This is an optimization exercise on Yosys and OpenROAD, whose aim is small area, a short achievable clock period and few clock cycles, not a production implementation.

==> inputs of sierra <==
==> flow/design.v <==
package rau_pkg;
	typedef enum logic [2:0] {
		OP_ADD  = 3'd0,
		OP_SUB  = 3'd1,
		OP_MUL  = 3'd2,
		OP_DIV  = 3'd3,
		OP_NEG  = 3'd4,
		OP_INV  = 3'd5,
		OP_NORM = 3'd6,
		OP_EQ   = 3'd7
	} op_t;
	typedef enum logic [1:0] {
		ST_OK   = 2'd0,
		ST_OVF  = 2'd1,
		ST_ZERO = 2'd2
	} status_t;
endpackage
import rau_pkg::*;
module rational_arithmetic_unit
#(
	parameter int OPERAND_WIDTH = 32
) (
	input  logic                            clk,
	input  logic                            arst_n,
	input  logic                            in_valid,
	output logic                            in_stall,
	input  logic [2:0]                      operation,
	input  logic signed [OPERAND_WIDTH-1:0] a_num,
	input  logic signed [OPERAND_WIDTH-1:0] a_den,
	input  logic signed [OPERAND_WIDTH-1:0] b_num,
	input  logic signed [OPERAND_WIDTH-1:0] b_den,
	output logic                            out_valid,
	input  logic                            out_stall,
	output logic signed [OPERAND_WIDTH-1:0] res_num,
	output logic signed [OPERAND_WIDTH-1:0] res_den,
	output logic                            is_equal,
	output logic [1:0]                      status
);
	logic st_idle, st_triv, st_mul1, st_comb, st_mul2, st_gcd, st_sum, st_fin;
	logic stall_q, ov_q;
	logic [2:0]  op_q;
	logic [31:0] r0_q, r1_q, r2_q, r3_q;  
	logic        zst_q;                  
	logic [3:0]  cnt_q, t2_q;
	logic        first_q;                
	logic [2:0]  du_q, dv_q;             
	logic        sn_q, rs_q, ovf_q, fovf_q, fnz_q;
	logic        pv_q, pru_q, pgs_q;     
	logic [2:0]  psh_q;
	logic [63:0] u_q, v_q;
	logic        eq_q;
	logic [1:0]  st_q;
	function automatic logic [3:0] top_digit(input logic [31:0] x);
		if (x[31:3] == {29{x[31]}})       top_digit = 4'd1;
		else if (x[31:7] == {25{x[31]}})  top_digit = 4'd3;
		else if (x[31:15] == {17{x[31]}}) top_digit = 4'd7;
		else if (x[31:23] == {9{x[31]}})  top_digit = 4'd11;
		else                              top_digit = 4'd15;
	endfunction
	function automatic logic [3:0] max4(input logic [3:0] a, input logic [3:0] b);
		max4 = (a > b) ? a : b;
	endfunction
	function automatic logic [2:0] ctz7(input logic [6:0] x);
		integer i;
		ctz7 = 3'd7;
		for (i = 6; i >= 0; i = i - 1)
			if (x[i]) ctz7 = i;
	endfunction
	function automatic logic [2:0] booth(input logic [31:0] m, input logic [3:0] i);
		logic [32:0] e;
		logic [2:0]  b;
		e = {m, 1'b0};
		b = e[{i, 1'b0} +: 3];
		case (b)
			3'b001, 3'b010: booth = 3'b001;
			3'b011:         booth = 3'b010;
			3'b100:         booth = 3'b110;
			3'b101, 3'b110: booth = 3'b101;
			default:        booth = 3'b000;
		endcase
	endfunction
	logic is_add, is_sub, is_mul, is_neg, is_norm, is_eq;
	always_comb begin
		is_add  = (op_q == OP_ADD) || (op_q == OP_SUB);
		is_sub  = (op_q == OP_SUB);
		is_mul  = (op_q == OP_MUL);
		is_neg  = (op_q == OP_NEG);
		is_norm = (op_q == OP_NORM);
		is_eq   = (op_q == OP_EQ);
	end
	logic        p_add, p_mul, p_div, p_neg, p_inv, p_norm, p_eq;
	logic        p_zero, p_triv, p_novf;
	logic [3:0]  p_tbn, p_tbd, p_t1;
	logic [31:0] p_mplu, p_mplv;
	logic [2:0]  p_du, p_dv;
	always_comb begin
		p_add  = (operation == OP_ADD) || (operation == OP_SUB);
		p_mul  = (operation == OP_MUL);
		p_div  = (operation == OP_DIV);
		p_neg  = (operation == OP_NEG);
		p_inv  = (operation == OP_INV);
		p_norm = (operation == OP_NORM);
		p_eq   = (operation == OP_EQ);
		p_zero = !p_eq && ((a_den == 32'd0) ||
			((p_add || p_mul || p_div) && b_den == 32'd0) ||
			(p_div && b_num == 32'd0) || (p_inv && a_num == 32'd0));
		p_novf = p_neg && (a_num == 32'h8000_0000);
		p_triv = p_zero || p_neg || p_inv || p_eq;
		p_tbn  = top_digit(b_num);
		p_tbd  = top_digit(b_den);
		p_t1   = p_norm ? 4'd0 : max4(p_tbn, p_tbd);
		p_mplu = p_mul ? b_num : b_den;
		p_mplv = p_mul ? b_den : b_num;
		if (p_zero || p_eq || p_novf) begin
			p_du = 3'b000;
			p_dv = 3'b000;
		end else if (p_neg) begin
			p_du = 3'b101;
			p_dv = 3'b001;
		end else if (p_inv) begin
			p_du = 3'b001;
			p_dv = 3'b001;
		end else if (p_norm) begin
			p_du = {a_num[31], 2'b01};
			p_dv = {a_den[31], 2'b01};
		end else begin
			p_du = booth(p_mplu, p_t1);
			p_dv = booth(p_mplv, p_t1);
			p_du[2] = p_du[2] ^ a_num[31] ^ p_mplu[31];
			p_dv[2] = p_dv[2] ^ a_den[31] ^ p_mplv[31];
		end
	end
	logic        mm_u, mm_v, comb_add, s_un, s_vn;
	logic [63:0] m_u, m_v, x_u, y_u, x_v, y_v;
	logic [64:0] su, sv;
	always_comb begin
		mm_u = st_triv || st_mul1 || st_fin;
		mm_v = st_triv || st_mul1 || st_mul2 || st_fin;
		s_un = r0_q[31] ^ r3_q[31];
		s_vn = r2_q[31] ^ r1_q[31] ^ is_sub;
		comb_add = st_comb && (s_un == s_vn);
		m_u = du_q[1] ? {{31{r0_q[31]}}, r0_q, 1'b0} :
			du_q[0] ? {{32{r0_q[31]}}, r0_q} : 64'd0;
		m_v = dv_q[1] ? {{31{r1_q[31]}}, r1_q, 1'b0} :
			dv_q[0] ? {{32{r1_q[31]}}, r1_q} : 64'd0;
		x_u = first_q ? 64'd0 : mm_u ? {u_q[61:0], 2'b00} : u_q;
		y_u = mm_u ? (m_u ^ {64{du_q[2]}}) : comb_add ? v_q : ~v_q;
		x_v = first_q ? 64'd0 : mm_v ? {v_q[61:0], 2'b00} : v_q;
		y_v = mm_v ? (m_v ^ {64{dv_q[2]}}) : ~u_q;
		su = {1'b0, x_u} + {1'b0, y_u} + {64'd0, mm_u ? du_q[2] : !comb_add};
		sv = {1'b0, x_v} + {1'b0, y_v} + {64'd0, mm_v ? dv_q[2] : 1'b1};
	end
	logic        u_odd, v_odd, uv_eq, u_zero, borrow, gcd_done;
	logic        both_even, u_ev, v_ev, g_sub, repl_u, repl_v;
	logic [2:0]  sh, sh_u, sh_v;
	logic [63:0] src_u, src_v, nu, nv;
	always_comb begin
		u_odd  = u_q[0];
		v_odd  = v_q[0];
		uv_eq  = (u_q == v_q);
		u_zero = (u_q == 64'd0);
		borrow = !su[64];
		gcd_done = u_zero || (u_odd && v_odd && uv_eq) || ovf_q;
		both_even = !u_odd && !v_odd;
		u_ev   = !u_odd && v_odd;
		v_ev   = u_odd && !v_odd;
		g_sub  = u_odd && v_odd && !uv_eq;
		repl_u = u_ev || (g_sub && !borrow);
		repl_v = v_ev || (g_sub && borrow);
		sh     = u_ev ? ctz7(u_q[6:0]) : v_ev ? ctz7(v_q[6:0]) : ctz7(su[6:0]);
		sh_u   = !st_gcd ? 3'd0 : both_even ? 3'd1 : sh;
		sh_v   = !st_gcd ? 3'd0 : both_even ? 3'd1 : sh;
		src_u  = (st_comb && !comb_add && borrow) ? sv[63:0] :
			(!st_gcd || g_sub) ? su[63:0] : u_q;
		src_v  = (!st_gcd || g_sub) ? sv[63:0] : v_q;
		nu     = src_u >> sh_u;
		nv     = src_v >> sh_v;
	end
	logic [31:0] x1, x2;
	logic [39:0] sh1, sh2;
	logic [32:0] sum1, sum2;
	logic        c_ovf, f_ovf;
	always_comb begin
		x1    = pru_q ? r0_q : r1_q;
		x2    = pru_q ? r2_q : r3_q;
		sh1   = {8'd0, x1} << psh_q;
		sh2   = {8'd0, x2} << psh_q;
		sum1  = {1'b0, r0_q} + {1'b0, r1_q};
		sum2  = {1'b0, r2_q} + {1'b0, r3_q};
		c_ovf = (sh1[39:32] != 8'd0) || (sh2[39:32] != 8'd0) ||
			(pgs_q && (sum1[32] || sum2[32]));
		f_ovf = ovf_q || sum1[32] || sum2[32] || sum2[31] ||
			(rs_q ? (sum1[31] && sum1[30:0] != 31'd0) : sum1[31]);
	end
	logic take, hold, init_cof, rs_new;
	logic n_idle, n_triv, n_mul1, n_comb, n_mul2, n_gcd, n_sum, n_fin, n_ov;
	logic [3:0] cnt_m1;
	logic [2:0] dn_u, dn_v;
	assign take = in_valid && !stall_q;
	assign hold = ov_q && out_stall;    
	always_comb begin
		n_idle = st_idle; n_triv = st_triv; n_mul1 = st_mul1; n_comb = st_comb;
		n_mul2 = st_mul2; n_gcd = st_gcd; n_sum = st_sum; n_fin = st_fin;
		init_cof = 1'b0;
		if (st_idle || (st_triv && !hold) || st_fin) begin
			n_triv = take && p_triv;
			n_mul1 = take && !p_triv;
			n_idle = !take;
			n_fin  = 1'b0;
		end
		if (!hold) begin
			if (st_mul1 && cnt_q == 4'd0) begin
				n_mul1 = 1'b0;
				n_comb = is_add;
				n_gcd  = !is_add;
				init_cof = !is_add;
			end
			if (st_comb) begin
				n_comb = 1'b0;
				n_mul2 = 1'b1;
			end
			if (st_mul2 && cnt_q == 4'd0) begin
				n_mul2 = 1'b0;
				n_gcd  = 1'b1;
				init_cof = 1'b1;
			end
			if (st_gcd && gcd_done) begin
				n_gcd = 1'b0;
				n_sum = 1'b1;
			end
			if (st_sum) begin
				n_sum = 1'b0;
				n_fin = 1'b1;
			end
		end
		n_ov = (st_triv && !hold) || st_fin || (ov_q && out_stall);
		rs_new = is_norm ? (r0_q[31] ^ r1_q[31]) :
			is_add ? (sn_q ^ r1_q[31] ^ r3_q[31]) :
			(r0_q[31] ^ r1_q[31] ^ r2_q[31] ^ r3_q[31]);
	end
	logic [31:0] mpl_u, mpl_v;
	always_comb begin
		cnt_m1 = cnt_q - 4'd1;
		mpl_u = is_mul ? r2_q : r3_q;
		mpl_v = (st_mul1 && !is_mul) ? r2_q : r3_q;
		dn_u = 3'b000;
		dn_v = 3'b000;
		if (st_mul1) begin
			dn_u = booth(mpl_u, cnt_m1);
			dn_v = booth(mpl_v, cnt_m1);
			dn_u[2] = dn_u[2] ^ r0_q[31] ^ mpl_u[31];
			dn_v[2] = dn_v[2] ^ r1_q[31] ^ mpl_v[31];
		end else if (st_comb || st_mul2) begin
			dn_v = booth(r3_q, st_comb ? cnt_q : cnt_m1);
			dn_v[2] = dn_v[2] ^ r1_q[31] ^ r3_q[31];
		end else if (st_sum) begin
			dn_u = (f_ovf || fnz_q) ? 3'b000 : rs_q ? 3'b101 : 3'b001;
			dn_v = f_ovf ? 3'b000 : 3'b001;
		end
	end
	always_ff @(posedge clk or negedge arst_n) begin
		if (!arst_n) begin
			st_idle <= 1'b1;
			st_triv <= 1'b0;
			st_mul1 <= 1'b0;
			st_comb <= 1'b0;
			st_mul2 <= 1'b0;
			st_gcd  <= 1'b0;
			st_sum  <= 1'b0;
			st_fin  <= 1'b0;
			ov_q    <= 1'b0;
			stall_q <= 1'b0;
		end else begin
			st_idle <= n_idle;
			st_triv <= n_triv;
			st_mul1 <= n_mul1;
			st_comb <= n_comb;
			st_mul2 <= n_mul2;
			st_gcd  <= n_gcd;
			st_sum  <= n_sum;
			st_fin  <= n_fin;
			ov_q    <= n_ov;
			stall_q <= !(n_idle || n_fin || (n_triv && !n_ov));
		end
	end
	always_ff @(posedge clk) begin
		if (!hold) begin
			du_q <= dn_u;
			dv_q <= dn_v;
			if (st_triv || st_mul1 || st_mul2 || st_fin) begin
				first_q <= 1'b0;
				v_q <= nv;
			end
			if (st_triv || st_mul1 || st_fin)
				u_q <= nu;
			if (st_mul1 || st_mul2)
				cnt_q <= cnt_m1;
			if (st_mul1 && cnt_q == 4'd0)
				cnt_q <= t2_q;
			if (st_triv) begin
				eq_q <= is_eq && (r0_q == r2_q) && (r1_q == r3_q);
				st_q <= zst_q ? ST_ZERO : is_neg && r0_q == 32'h8000_0000 ? ST_OVF : ST_OK;
			end
			if (st_comb) begin
				u_q <= nu;
				sn_q <= (comb_add || !borrow) ? s_un : s_vn;
				first_q <= 1'b1;
			end
			if (st_gcd && pv_q) begin
				if (c_ovf) ovf_q <= 1'b1;
				if (pru_q) begin
					r0_q <= sh1[31:0];
					r2_q <= sh2[31:0];
					if (pgs_q) begin
						r1_q <= sum1[31:0];
						r3_q <= sum2[31:0];
					end
				end else begin
					r1_q <= sh1[31:0];
					r3_q <= sh2[31:0];
					if (pgs_q) begin
						r0_q <= sum1[31:0];
						r2_q <= sum2[31:0];
					end
				end
			end
			if (st_gcd) begin
				pv_q  <= !gcd_done && !both_even;
				pru_q <= repl_u;
				pgs_q <= g_sub;
				psh_q <= sh;
				if (gcd_done) begin
					fnz_q <= u_zero;
				end else begin
					if (both_even || repl_u) u_q <= nu;
					if (both_even || repl_v) v_q <= nv;
				end
			end
			if (st_sum) begin
				r0_q <= sum1[31:0];
				r1_q <= sum2[31:0];
				fovf_q <= f_ovf;
				first_q <= 1'b1;
			end
			if (st_fin) begin
				eq_q <= 1'b0;
				st_q <= fovf_q ? ST_OVF : ST_OK;
			end
			if (init_cof) begin
				r0_q <= 32'd1;
				r1_q <= 32'd0;
				r2_q <= 32'd0;
				r3_q <= 32'd1;
				rs_q <= rs_new;
				ovf_q <= 1'b0;
				pv_q <= 1'b0;
			end
		end
		if (take) begin
			op_q  <= operation;
			r0_q  <= p_inv ? a_den : a_num;
			r1_q  <= p_inv ? a_num : a_den;
			r2_q  <= b_num;
			r3_q  <= b_den;
			zst_q <= p_zero;
			cnt_q <= p_t1;
			t2_q  <= p_tbd;
			first_q <= 1'b1;
			du_q  <= p_du;
			dv_q  <= p_dv;
		end
	end
	assign in_stall  = stall_q;
	assign out_valid = ov_q;
	assign res_num   = u_q[31:0];
	assign res_den   = v_q[31:0];
	assign is_equal  = eq_q;
	assign status    = st_q;
endmodule
==> flow/run.sh <==
#!/bin/bash
# synth_recipe.tcl (not shown) runs the flow's synth.tcl, then flattens the netlist and writes it again
# the make line also repeats each setting of config.mk as NAME=value (left out here)
make -C /OpenROAD-flow-scripts/flow DESIGN_CONFIG=/design/flow/config.mk WORK_HOME=/design/flow/orfs CLKGATE_MAP_FILE= SYNTH_SCRIPT=/design/flow/synth_recipe.tcl finish
==> flow/config.mk <==
export PLATFORM = sky130hd
export DESIGN_NAME = rational_arithmetic_unit
export DESIGN_NICKNAME = rational_arithmetic_unit
export VERILOG_FILES = /design/flow/design.v
export SDC_FILE = /design/flow/constraint.sdc
export NUM_CORES = 4
export LEC_CHECK = 0
export CAP_MARGIN = 20
export CORE_MARGIN = 2
export CORE_UTILIZATION = 25
export PLACE_DENSITY = 0.45
export SETUP_SLACK_MARGIN = 5
export SLEW_MARGIN = 20
==> flow/constraint.sdc <==
create_clock -name core_clock -period 15.0 [get_ports {clk}]
set_input_delay 3.0000 -clock core_clock [delete_from_list [all_inputs] [get_ports {clk}]]
set_output_delay 3.0000 -clock core_clock [all_outputs]
set_load 0.01 [all_outputs]
==> zinc (differences from sierra) <==
==> flow/design.v, changed modules only <==
module rational_arithmetic_unit
#(
	parameter int OPERAND_WIDTH = 32
) (
	input  logic                            clk,
	input  logic                            arst_n,
	input  logic                            in_valid,
	output logic                            in_stall,
	input  logic [2:0]                      operation,
	input  logic signed [OPERAND_WIDTH-1:0] a_num,
	input  logic signed [OPERAND_WIDTH-1:0] a_den,
	input  logic signed [OPERAND_WIDTH-1:0] b_num,
	input  logic signed [OPERAND_WIDTH-1:0] b_den,
	output logic                            out_valid,
	input  logic                            out_stall,
	output logic signed [OPERAND_WIDTH-1:0] res_num,
	output logic signed [OPERAND_WIDTH-1:0] res_den,
	output logic                            is_equal,
	output logic [1:0]                      status
);
	logic st_idle, st_triv, st_mul1, st_comb, st_mul2, st_gcd, st_fin;
	logic stall_q, ov_q;
	logic [2:0]  op_q;
	logic [31:0] r0_q, r1_q, r2_q, r3_q;  
	logic        zst_q;                  
	logic [3:0]  cnt_q, t2_q;
	logic        first_q;                
	logic        sn_q, rs_q, ovf_q, fovf_q, fnz_q;
	logic [63:0] u_q, v_q;
	logic        eq_q;
	logic [1:0]  st_q;
	function automatic logic [3:0] top_digit(input logic [31:0] x);
		if (x[31:3] == {29{x[31]}})       top_digit = 4'd1;
		else if (x[31:7] == {25{x[31]}})  top_digit = 4'd3;
		else if (x[31:15] == {17{x[31]}}) top_digit = 4'd7;
		else if (x[31:23] == {9{x[31]}})  top_digit = 4'd11;
		else                              top_digit = 4'd15;
	endfunction
	function automatic logic [3:0] max4(input logic [3:0] a, input logic [3:0] b);
		max4 = (a > b) ? a : b;
	endfunction
	function automatic logic [2:0] ctz7(input logic [6:0] x);
		integer i;
		ctz7 = 3'd7;
		for (i = 6; i >= 0; i = i - 1)
			if (x[i]) ctz7 = i;
	endfunction
	function automatic logic [2:0] booth(input logic [31:0] m, input logic [3:0] i);
		logic [32:0] e;
		logic [2:0]  b;
		e = {m, 1'b0};
		b = e[{i, 1'b0} +: 3];
		case (b)
			3'b001, 3'b010: booth = 3'b001;
			3'b011:         booth = 3'b010;
			3'b100:         booth = 3'b110;
			3'b101, 3'b110: booth = 3'b101;
			default:        booth = 3'b000;
		endcase
	endfunction
	logic is_add, is_sub, is_mul, is_div, is_neg, is_inv, is_norm, is_eq;
	always_comb begin
		is_add  = (op_q == OP_ADD) || (op_q == OP_SUB);
		is_sub  = (op_q == OP_SUB);
		is_mul  = (op_q == OP_MUL);
		is_div  = (op_q == OP_DIV);
		is_neg  = (op_q == OP_NEG);
		is_inv  = (op_q == OP_INV);
		is_norm = (op_q == OP_NORM);
		is_eq   = (op_q == OP_EQ);
	end
	logic       p_add, p_mul, p_div, p_neg, p_inv, p_norm, p_eq;
	logic       p_zero, p_triv;
	logic [3:0] p_tbn, p_tbd, p_t1;
	always_comb begin
		p_add  = (operation == OP_ADD) || (operation == OP_SUB);
		p_mul  = (operation == OP_MUL);
		p_div  = (operation == OP_DIV);
		p_neg  = (operation == OP_NEG);
		p_inv  = (operation == OP_INV);
		p_norm = (operation == OP_NORM);
		p_eq   = (operation == OP_EQ);
		p_zero = !p_eq && ((a_den == 32'd0) ||
			((p_add || p_mul || p_div) && b_den == 32'd0) ||
			(p_div && b_num == 32'd0) || (p_inv && a_num == 32'd0));
		p_triv = p_zero || p_neg || p_inv || p_eq;
		p_tbn  = top_digit(b_num);
		p_tbd  = top_digit(b_den);
		p_t1   = p_norm ? 4'd0 : max4(p_tbn, p_tbd);
	end
	logic [2:0]  dig_u, dig_v;       
	logic        cor_u, cor_v;       
	logic [31:0] mpl_u, mpl_v;
	logic        triv_ovf;
	always_comb begin
		mpl_u = is_mul ? r2_q : r3_q;
		mpl_v = (st_mul1 && !is_mul) ? r2_q : r3_q;
		triv_ovf = is_neg && (r0_q == 32'h8000_0000);
		cor_u = 1'b0;
		cor_v = 1'b0;
		if (st_triv) begin
			if (zst_q || is_eq || triv_ovf) begin
				dig_u = 3'b000;
				dig_v = 3'b000;
			end else begin
				dig_u = is_neg ? 3'b101 : 3'b001;
				dig_v = 3'b001;
			end
		end else if (st_fin) begin
			dig_u = (fovf_q || fnz_q) ? 3'b000 : rs_q ? 3'b101 : 3'b001;
			dig_v = fovf_q ? 3'b000 : 3'b001;
		end else if (is_norm) begin
			dig_u = 3'b001;
			dig_v = 3'b001;
			cor_u = r0_q[31];
			cor_v = r1_q[31];
		end else begin
			dig_u = booth(mpl_u, cnt_q);
			dig_v = booth(mpl_v, cnt_q);
			cor_u = r0_q[31] ^ mpl_u[31];
			cor_v = r1_q[31] ^ mpl_v[31];
		end
	end
	logic        mm_u, mm_v, comb_add, s_un, s_vn;
	logic        neg_u, neg_v;
	logic [63:0] m_u, m_v, x_u, y_u, x_v, y_v;
	logic [64:0] su, sv;
	always_comb begin
		mm_u = st_triv || st_mul1 || st_fin;
		mm_v = st_triv || st_mul1 || st_mul2 || st_fin;
		s_un = r0_q[31] ^ r3_q[31];
		s_vn = r2_q[31] ^ r1_q[31] ^ is_sub;
		comb_add = st_comb && (s_un == s_vn);
		neg_u = dig_u[2] ^ cor_u;
		neg_v = dig_v[2] ^ cor_v;
		m_u = dig_u[1] ? {{31{r0_q[31]}}, r0_q, 1'b0} :
			dig_u[0] ? {{32{r0_q[31]}}, r0_q} : 64'd0;
		m_v = dig_v[1] ? {{31{r1_q[31]}}, r1_q, 1'b0} :
			dig_v[0] ? {{32{r1_q[31]}}, r1_q} : 64'd0;
		x_u = first_q ? 64'd0 : mm_u ? {u_q[61:0], 2'b00} : u_q;
		y_u = mm_u ? (m_u ^ {64{neg_u}}) : comb_add ? v_q : ~v_q;
		x_v = first_q ? 64'd0 : mm_v ? {v_q[61:0], 2'b00} : v_q;
		y_v = mm_v ? (m_v ^ {64{neg_v}}) : ~u_q;
		su = {1'b0, x_u} + {1'b0, y_u} + {64'd0, mm_u ? neg_u : !comb_add};
		sv = {1'b0, x_v} + {1'b0, y_v} + {64'd0, mm_v ? neg_v : 1'b1};
	end
	logic        u_odd, v_odd, uv_eq, u_zero, borrow, gcd_done;
	logic        both_even, u_ev, v_ev, g_sub, repl_u, repl_v;
	logic [2:0]  sh, sh_u, sh_v;
	logic [63:0] src_u, src_v, nu, nv;
	logic [31:0] x1, x2;
	logic [39:0] sh1, sh2;
	logic [32:0] sum1, sum2;
	logic        g_ovf, f_ovf;
	always_comb begin
		u_odd  = u_q[0];
		v_odd  = v_q[0];
		uv_eq  = (u_q == v_q);
		u_zero = (u_q == 64'd0);
		borrow = !su[64];
		gcd_done = u_zero || (u_odd && v_odd && uv_eq) || ovf_q;
		both_even = !u_odd && !v_odd;
		u_ev   = !u_odd && v_odd;
		v_ev   = u_odd && !v_odd;
		g_sub  = u_odd && v_odd && !uv_eq;
		repl_u = u_ev || (g_sub && !borrow);
		repl_v = v_ev || (g_sub && borrow);
		sh     = u_ev ? ctz7(u_q[6:0]) : v_ev ? ctz7(v_q[6:0]) : ctz7(su[6:0]);
		sh_u   = !st_gcd ? 3'd0 : both_even ? 3'd1 : sh;
		sh_v   = !st_gcd ? 3'd0 : both_even ? 3'd1 : sh;
		src_u  = (st_comb && !comb_add && borrow) ? sv[63:0] :
			(!st_gcd || g_sub) ? su[63:0] : u_q;
		src_v  = (!st_gcd || g_sub) ? sv[63:0] : v_q;
		nu     = src_u >> sh_u;
		nv     = src_v >> sh_v;
		x1     = repl_u ? r0_q : r1_q;
		x2     = repl_u ? r2_q : r3_q;
		sh1    = {8'd0, x1} << sh;
		sh2    = {8'd0, x2} << sh;
		sum1   = {1'b0, r0_q} + {1'b0, r1_q};
		sum2   = {1'b0, r2_q} + {1'b0, r3_q};
		g_ovf  = ((u_ev || v_ev || g_sub) && (sh1[39:32] != 8'd0 || sh2[39:32] != 8'd0)) ||
			(g_sub && (sum1[32] || sum2[32]));
		f_ovf  = ovf_q || sum1[32] || sum2[32] || sum2[31] ||
			(rs_q ? (sum1[31] && sum1[30:0] != 31'd0) : sum1[31]);
	end
	logic take, hold, init_cof, rs_new;
	logic n_idle, n_triv, n_mul1, n_comb, n_mul2, n_gcd, n_fin, n_ov;
	assign take = in_valid && !stall_q;
	assign hold = ov_q && out_stall;    
	always_comb begin
		n_idle = st_idle; n_triv = st_triv; n_mul1 = st_mul1; n_comb = st_comb;
		n_mul2 = st_mul2; n_gcd = st_gcd; n_fin = st_fin;
		init_cof = 1'b0;
		if (st_idle || (st_triv && !hold) || st_fin) begin
			n_triv = take && p_triv;
			n_mul1 = take && !p_triv;
			n_idle = !take;
			n_fin  = 1'b0;
		end
		if (!hold) begin
			if (st_mul1 && cnt_q == 4'd0) begin
				n_mul1 = 1'b0;
				n_comb = is_add;
				n_gcd  = !is_add;
				init_cof = !is_add;
			end
			if (st_comb) begin
				n_comb = 1'b0;
				n_mul2 = 1'b1;
			end
			if (st_mul2 && cnt_q == 4'd0) begin
				n_mul2 = 1'b0;
				n_gcd  = 1'b1;
				init_cof = 1'b1;
			end
			if (st_gcd && gcd_done) begin
				n_gcd = 1'b0;
				n_fin = 1'b1;
			end
		end
		n_ov = (st_triv && !hold) || st_fin || (ov_q && out_stall);
		rs_new = is_norm ? (r0_q[31] ^ r1_q[31]) :
			is_add ? (sn_q ^ r1_q[31] ^ r3_q[31]) :
			(r0_q[31] ^ r1_q[31] ^ r2_q[31] ^ r3_q[31]);
	end
	always_ff @(posedge clk or negedge arst_n) begin
		if (!arst_n) begin
			st_idle <= 1'b1;
			st_triv <= 1'b0;
			st_mul1 <= 1'b0;
			st_comb <= 1'b0;
			st_mul2 <= 1'b0;
			st_gcd  <= 1'b0;
			st_fin  <= 1'b0;
			ov_q    <= 1'b0;
			stall_q <= 1'b0;
		end else begin
			st_idle <= n_idle;
			st_triv <= n_triv;
			st_mul1 <= n_mul1;
			st_comb <= n_comb;
			st_mul2 <= n_mul2;
			st_gcd  <= n_gcd;
			st_fin  <= n_fin;
			ov_q    <= n_ov;
			stall_q <= !(n_idle || n_fin || (n_triv && !n_ov));
		end
	end
	always_ff @(posedge clk) begin
		if (!hold) begin
			if (init_cof) begin
				r0_q <= 32'd1;
				r1_q <= 32'd0;
				r2_q <= 32'd0;
				r3_q <= 32'd1;
				rs_q <= rs_new;
				ovf_q <= 1'b0;
			end
			if (st_triv || st_mul1 || st_mul2 || st_fin) begin
				first_q <= 1'b0;
				v_q <= nv;
			end
			if (st_triv || st_mul1 || st_fin)
				u_q <= nu;
			if (st_mul1 || st_mul2)
				cnt_q <= cnt_q - 4'd1;
			if (st_mul1 && cnt_q == 4'd0)
				cnt_q <= t2_q;
			if (st_triv) begin
				eq_q <= is_eq && (r0_q == r2_q) && (r1_q == r3_q);
				st_q <= zst_q ? ST_ZERO : triv_ovf ? ST_OVF : ST_OK;
			end
			if (st_comb) begin
				u_q <= nu;
				sn_q <= (comb_add || !borrow) ? s_un : s_vn;
				first_q <= 1'b1;
			end
			if (st_gcd) begin
				if (gcd_done) begin
					r0_q <= sum1[31:0];
					r1_q <= sum2[31:0];
					fovf_q <= f_ovf;
					fnz_q <= u_zero;
					first_q <= 1'b1;
				end else begin
					if (g_ovf) ovf_q <= 1'b1;
					if (both_even || repl_u) u_q <= nu;
					if (both_even || repl_v) v_q <= nv;
					if (!both_even) begin
						if (repl_u) begin
							r0_q <= sh1[31:0];
							r2_q <= sh2[31:0];
							if (g_sub) begin
								r1_q <= sum1[31:0];
								r3_q <= sum2[31:0];
							end
						end else begin
							r1_q <= sh1[31:0];
							r3_q <= sh2[31:0];
							if (g_sub) begin
								r0_q <= sum1[31:0];
								r2_q <= sum2[31:0];
							end
						end
					end
				end
			end
			if (st_fin) begin
				eq_q <= 1'b0;
				st_q <= fovf_q ? ST_OVF : ST_OK;
			end
		end
		if (take) begin
			op_q  <= operation;
			r0_q  <= p_inv ? a_den : a_num;
			r1_q  <= p_inv ? a_num : a_den;
			r2_q  <= b_num;
			r3_q  <= b_den;
			zst_q <= p_zero;
			cnt_q <= p_t1;
			t2_q  <= p_tbd;
			first_q <= 1'b1;
		end
	end
	assign in_stall  = stall_q;
	assign out_valid = ov_q;
	assign res_num   = u_q[31:0];
	assign res_den   = v_q[31:0];
	assign is_equal  = eq_q;
	assign status    = st_q;
endmodule
--- a/flow/config.mk
+++ b/flow/config.mk
@@ -9,5 +9,4 @@
 export CORE_MARGIN = 2
 export CORE_UTILIZATION = 25
 export PLACE_DENSITY = 0.45
-export SETUP_SLACK_MARGIN = 5
 export SLEW_MARGIN = 20
==> run notes <==
- Of sierra and zinc, zinc has the higher first-iteration DRC count (gap about 20%, measured against zinc).
- Count of clock-buffer cells in the layout: sierra is lower than zinc (2).
- In sierra the sequential cell count is higher than in zinc, by 13.
- In sierra the cell count is smaller than in zinc, by 5.4%.
- Between zinc and sierra, the lower sequential share of layout area is in zinc (gap 1.5 points).
- sierra finished with timing, DRC and antenna clean. zinc produced a clean layout.
No run of this note included a check of the RTL's function; only the layout flow was run.

[separate check: timing with driven ports]
Ports are ideal in the flow. The routed layouts listed here were re-timed in OpenROAD.
Step 1, drivers: a clkbuf_16 drives clk and a buf_2 each remaining input, both assumed.
Step 2 also shifts input and output timing later by t, the mid clock arrival at the registers, as if the neighbouring blocks saw the same clock.
Slacks: ideal ports / drivers / drivers and shift; pairs: ideal ports / drivers.
run | t, ns | setup slack, ns | worst hold slack (ns)
sierra | 0.733 | 6.615 / 6.651 / 5.929 | 0.579 / 0.579 / 0.579
zinc | 0.794 | 4.524 / 4.524 / 4.524 | 0.615 / 0.615 / 0.615
After both steps setup and hold are still met in every run listed. The setup slack of sierra, which loses most, moves by +0.036 ns with the drivers and by -0.686 ns with both steps.
